From an optimization exercise on the open Yosys and OpenROAD flow, aimed at small area; shortcuts taken in it are not production practice.
Only simulation tests tie the RTL to the original design; equivalence was not proved.

== lane 4 ==
## timed_vent_actuator_control
module timed_vent_actuator_control #(
  parameter int WINDOW_COUNT = 8
) (
  input  logic                          clk,
  input  logic                          rst,
  input  logic                          start,
  output logic                          busy,
  input  logic [1:0]                    action,
  input  logic [tvac_pkg::WIN_W-1:0]    window_index,
  input  logic [tvac_pkg::POS_W-1:0]    target_position,
  input  logic [tvac_pkg::TIME_W-1:0]   elapsed_time,
  input  logic                          cfg_valid,
  output logic                          cfg_ready,
  input  logic                          cfg_index,
  input  logic [tvac_pkg::CFG_W-1:0]    cfg_data,
  output logic                          strobe,
  output logic [tvac_pkg::WIN_W-1:0]    window_number,
  output logic                          accepted,
  output logic                          relay_open_drive,
  output logic                          relay_close_drive,
  output logic                          moving,
  output logic                          moving_open,
  output logic                          arrived,
  output logic [tvac_pkg::POS_W-1:0]    position_now,
  output logic                          last
);
Size in the first run: ~1500 cells after synthesis, about 24000 sq um of cells after synthesis.
==> module tvac_datapath, before the edit <==
module tvac_datapath (
  input  logic        clk,
  input  logic        rst,
  input  logic        start,
  input  logic        busy,
  input  logic        strobe,
  input  logic        tick,
  input  logic [1:0]  act,
  input  logic [3:0]  wn,
  input  logic [1:0]  action,
  input  logic [23:0] target_position,
  input  logic [15:0] elapsed_time,
  input  logic        cfg_write,
  input  logic        cfg_index,
  input  logic        cfg_data0,
  output logic        accepted,
  output logic        relay_open_drive,
  output logic        relay_close_drive,
  output logic        moving,
  output logic        moving_open,
  output logic        arrived,
  output logic [23:0] position_now
);
  localparam logic [23:0] REMX_RESET = ~(tvac_pkg::POS_RESET - 24'd1);
  logic [23:0] position [8];
  logic [23:0] target   [8];
  logic [23:0] remx     [8];
  logic        dir_open [8];
  logic        driving  [8];
  logic [23:0] data;
  logic        level_on;
  logic        fresh;
  logic [2:0]  rd;
  logic        present;
  logic        open_r;
  logic        close_r;
  logic        is_req;
  logic [7:0]  sel;
  logic        rst_st;
  logic [23:0] pos_m, tgt_m, remx_m;
  logic        dir_m, drv_m;
  logic [23:0] pos_r, tgt_r, remx_r;
  logic        dir_r, drv_r, busy_r;
  logic [24:0] tsum;
  logic        arr;
  logic [24:0] rsum;
  logic        gt;
  logic        acc;
  logic        we;
  logic [23:0] pos_n, remx_n;
  logic        dir_n, drv_n, busy_n;
  always_ff @(posedge clk) begin
    if (start && !busy) begin
      data[23:16] <= target_position[23:16];
      data[15:0]  <= (action == tvac_pkg::ACT_TICK) ? elapsed_time : target_position[15:0];
    end
  end
  always_ff @(posedge clk) begin
    if (rst) begin
      level_on <= 1'b0;
    end else if (cfg_write && cfg_index == tvac_pkg::CFG_RELAY_LEVEL) begin
      level_on <= cfg_data0;
    end
  end
  always_ff @(posedge clk) begin
    if (rst) begin
      fresh <= 1'b1;
    end else if (strobe && tick && wn[2:0] == 3'd7) begin
      fresh <= 1'b0;
    end
  end
  assign rd      = wn[2:0];
  assign present = !wn[3];
  assign open_r  = (act == tvac_pkg::ACT_OPEN);
  assign close_r = (act == tvac_pkg::ACT_CLOSE);
  assign is_req  = open_r || close_r;
  assign rst_st  = fresh && present;
  always_comb begin
    for (int k = 0; k < 8; k++) sel[k] = present && !fresh && (rd == 3'(k));
    pos_m  = '0;
    tgt_m  = '0;
    remx_m = '0;
    dir_m  = 1'b0;
    drv_m  = 1'b0;
    for (int k = 0; k < 8; k++) begin
      pos_m  = pos_m  | ({24{sel[k]}} & position[k]);
      tgt_m  = tgt_m  | ({24{sel[k]}} & target[k]);
      remx_m = remx_m | ({24{sel[k]}} & remx[k]);
      dir_m  = dir_m  | (sel[k] & dir_open[k]);
      drv_m  = drv_m  | (sel[k] & driving[k]);
    end
  end
  assign pos_r  = pos_m  | ({24{rst_st}} & tvac_pkg::POS_RESET);
  assign tgt_r  = tgt_m;
  assign remx_r = remx_m | ({24{rst_st}} & REMX_RESET);
  assign dir_r  = dir_m;
  assign drv_r  = drv_m;
  assign busy_r = |remx_r;
  assign tsum = {1'b0, remx_r} + {9'd0, data[15:0]};
  assign arr  = tick && busy_r && tsum[24];
  assign rsum = {1'b0, data} + {1'b0, ~pos_r} + {24'd0, close_r};
  assign gt   = rsum[24] ^ close_r;
  assign acc  = is_req && present && !busy_r && gt;
  assign pos_n  = arr ? tgt_r : pos_r;
  assign remx_n = tick ? (busy_n ? tsum[23:0] : 24'd0) : (rsum[23:0] ^ {24{open_r}});
  assign dir_n  = acc ? open_r : dir_r;
  assign drv_n  = tick ? (busy_r && !arr) : drv_r;
  assign busy_n = tick ? (busy_r && !arr) : (busy_r || acc);
  assign we     = strobe && (tick || acc);
  always_ff @(posedge clk) begin
    if (we) begin
      position[rd] <= pos_n;
      target[rd]   <= tick ? tgt_r : data;
      remx[rd]     <= remx_n;
      dir_open[rd] <= dir_n;
      driving[rd]  <= drv_n;
    end
  end
  assign accepted          = acc;
  assign arrived           = arr;
  assign moving            = busy_n;
  assign moving_open       = busy_n && dir_n;
  assign relay_open_drive  = (drv_n && dir_n) ? level_on : ~level_on;
  assign relay_close_drive = (drv_n && !dir_n) ? level_on : ~level_on;
  assign position_now      = pos_n;
endmodule
==> flow/config.mk <==
export PLATFORM = sky130hd
export DESIGN_NAME = timed_vent_actuator_control
export DESIGN_NICKNAME = timed_vent_actuator_control
export VERILOG_FILES = /design/flow/design.v
export SDC_FILE = /design/flow/constraint.sdc
export NUM_CORES = 4
export LEC_CHECK = 0
export ABC_AREA = 1
export CAP_MARGIN = 20
export CORE_MARGIN = 2
export CORE_UTILIZATION = 40
export SLEW_MARGIN = 20
==> flow/constraint.sdc <==
create_clock -name core_clock -period 12.0 [get_ports {clk}]
set_input_delay 2.4000 -clock core_clock [delete_from_list [all_inputs] [get_ports {clk}]]
set_output_delay 2.4000 -clock core_clock [all_outputs]
set_load 0.01 [all_outputs]
standard.sh (not shown) runs the stock make flow with config.mk's settings and CLKGATE_MAP_FILE= SYNTH_SCRIPT=/design/flow/synth_recipe.tcl, a recipe that flattens the netlist after the stock synthesis.
==> flow/flow/run.sh <==
#!/bin/bash
# Own layout flow:
#  1. the standard synthesis (standard.sh synth), unchanged;
#  2. its combinational logic re-mapped for area by Yosys/ABC (resynth.tcl, area.abc);
#     the flip-flops are kept as black boxes, so every register keeps its name and cell;
#  3. the rest of the standard layout (standard.sh finish) on that netlist, with the
#     smallest buffer cell for the port buffers (every port still gets one) and a clock
#     tree of clkbuf_8 cells without dummy loads.
# Each tool's output goes to its own log file here.
set -euo pipefail
HERE=$(pwd)
R=$HERE/orfs/results/$FLOW_PLATFORM/timed_vent_actuator_control/base
LIB=$FLOW_HOME/platforms/$FLOW_PLATFORM/lib/sky130_fd_sc_hd__tt_025C_1v80.lib

bash standard.sh synth > synth.log 2>&1
cp $R/1_2_yosys.v $HERE/standard_synth.v

RS_IN=$HERE/standard_synth.v RS_OUT=$HERE/resynth.v RS_LIB=$LIB RS_TOP=$FLOW_TOP \
  RS_SCRIPT=$HERE/flow/area.abc yosys -c $HERE/flow/resynth.tcl > resynth.log 2>&1
cp $HERE/resynth.v $R/1_2_yosys.v
rm -f $R/1_synth.odb $R/1_synth.sdc

CTS="-sink_clustering_enable -repair_clock_nets -dont_use_dummy_load -buf_list sky130_fd_sc_hd__clkbuf_8 -sink_clustering_size 16 -sink_clustering_max_diameter 60"
bash standard.sh finish \
  "BUFFER_PORTS_ARGS=-buffer_cell sky130_fd_sc_hd__buf_1" \
  "CTS_ARGS=$CTS" > layout.log 2>&1
==> flow/flow/area.abc <==
strash; balance; rewrite; refactor; balance; rewrite -z; rewrite -z; dc2; dch -f; amap; topo
==> flow/flow/resynth.tcl <==
# Re-map the combinational logic of a synthesized netlist; flip-flops kept as they are.
# env: RS_IN RS_OUT RS_LIB RS_TOP RS_SCRIPT
yosys -import
set lib $::env(RS_LIB)
read_liberty -ignore_miss_func $lib
# sequential cells stay as black boxes, with their instance names
foreach m {dfxtp dfxbp edfxtp edfxbp dfrtp dfrtn dfrbp dfstp dfsbp dfbbp dfbbn sdfxtp sdfxbp sedfxtp sedfxbp dlxtp dlxbn dlxtn dlclkp sdlclkp} {
  catch { blackbox sky130_fd_sc_hd__${m}_* }
}
read_verilog -defer $::env(RS_IN)
hierarchy -top $::env(RS_TOP)
flatten
opt -purge
abc -liberty $lib -dont_use *probe* -dont_use *lpflow* -script $::env(RS_SCRIPT)
opt_clean -purge
hilomap -singleton -hicell sky130_fd_sc_hd__conb_1 HI -locell sky130_fd_sc_hd__conb_1 LO
insbuf -buf sky130_fd_sc_hd__buf_4 A X
opt_clean -purge
tee -o $::env(RS_OUT).stat stat -liberty $lib
write_verilog -noattr -nohex -nodec $::env(RS_OUT)
diff inputs: lane 4 => lane 5
--- a/flow/design.v
+++ b/flow/design.v
@@ -97,12 +97,13 @@
   logic        rst_st;
   logic [23:0] pos_m, tgt_m, remx_m;
   logic        dir_m, drv_m;
   logic [23:0] pos_r, tgt_r, remx_r;
   logic        dir_r, drv_r, busy_r;
   logic [24:0] tsum;
+  logic [23:0] add_a, add_b;
   logic        arr;
   logic [24:0] rsum;
   logic        gt;
   logic        acc;
   logic        we;
   logic [23:0] pos_n, remx_n;
@@ -151,27 +152,33 @@
   assign pos_r  = pos_m  | ({24{rst_st}} & tvac_pkg::POS_RESET);
   assign tgt_r  = tgt_m;
   assign remx_r = remx_m | ({24{rst_st}} & REMX_RESET);
   assign dir_r  = dir_m;
   assign drv_r  = drv_m;
   assign busy_r = |remx_r;
-  assign tsum = {1'b0, remx_r} + {9'd0, data[15:0]};
+  assign add_a = tick ? remx_r : data;
+  assign add_b = tick ? {8'd0, data[15:0]} : ~pos_r;
+  assign tsum  = {1'b0, add_a} + {1'b0, add_b} + {24'd0, close_r};
+  assign rsum = tsum;
   assign arr  = tick && busy_r && tsum[24];
-  assign rsum = {1'b0, data} + {1'b0, ~pos_r} + {24'd0, close_r};
   assign gt   = rsum[24] ^ close_r;
   assign acc  = is_req && present && !busy_r && gt;
   assign pos_n  = arr ? tgt_r : pos_r;
   assign remx_n = tick ? (busy_n ? tsum[23:0] : 24'd0) : (rsum[23:0] ^ {24{open_r}});
   assign dir_n  = acc ? open_r : dir_r;
   assign drv_n  = tick ? (busy_r && !arr) : drv_r;
   assign busy_n = tick ? (busy_r && !arr) : (busy_r || acc);
   assign we     = strobe && (tick || acc);
   always_ff @(posedge clk) begin
+    if (strobe && (acc || (tick && fresh))) begin
+      target[rd] <= tick ? 24'd0 : data;
+    end
+  end
+  always_ff @(posedge clk) begin
     if (we) begin
       position[rd] <= pos_n;
-      target[rd]   <= tick ? tgt_r : data;
       remx[rd]     <= remx_n;
       dir_open[rd] <= dir_n;
       driving[rd]  <= drv_n;
     end
   end
   assign accepted          = acc;
[summary]
- Lane 5 has completed all stages; timing, DRC and antenna checks passed.
- Of lane 5 and lane 4, it is lane 5 that has the higher internal power.
- [diff] total wire length after detailed routing, lane 5 relative to lane 4: improvement
- Max final cell count across lane 5 and lane 4: lane 4
- Sort lane 5 and lane 4 by global routing met3 resource utilization asc -> top: lane 5
- The summed instance area of the synthesized netlist in lane 5 sits 2.4% below the value recorded for lane 4.
- Width of the die ends up lower on lane 5.
- The more densely filled core belongs to lane 5, not lane 4.

port drivers added, routing unchanged:
The flow's constraints put no driver on any port. The routed layouts listed below were extracted and timed again, unchanged, in two steps.
Step 1 assumes that a clkbuf_16 drives the clock port and a buf_2 every other input.
Step 2 adds t to the input delays and takes it off the output delays; t is the mean of the earliest and latest rising clock arrival at the registers after step 1. Input paths then give back, and output paths get back, about the clock's delay inside the block.
Slacks: ideal ports / drivers / drivers and shift; pairs: ideal ports / drivers.
| run | t (ns) | setup WS [ns] | worst setup path after step 2 | worst slew at a driven data input, ns | pins driven straight from the clock port |
|---|---|---|---|---|---|
| lane 4 | 0.701 | 0.788 / 0.734 / 1.435 | register to output | 0.03 | 1 |
| lane 5 | 0.699 | 0.541 / 0.490 / 1.189 | register to output | 0.04 | 1 |
After both steps setup and hold are still met in every run listed.
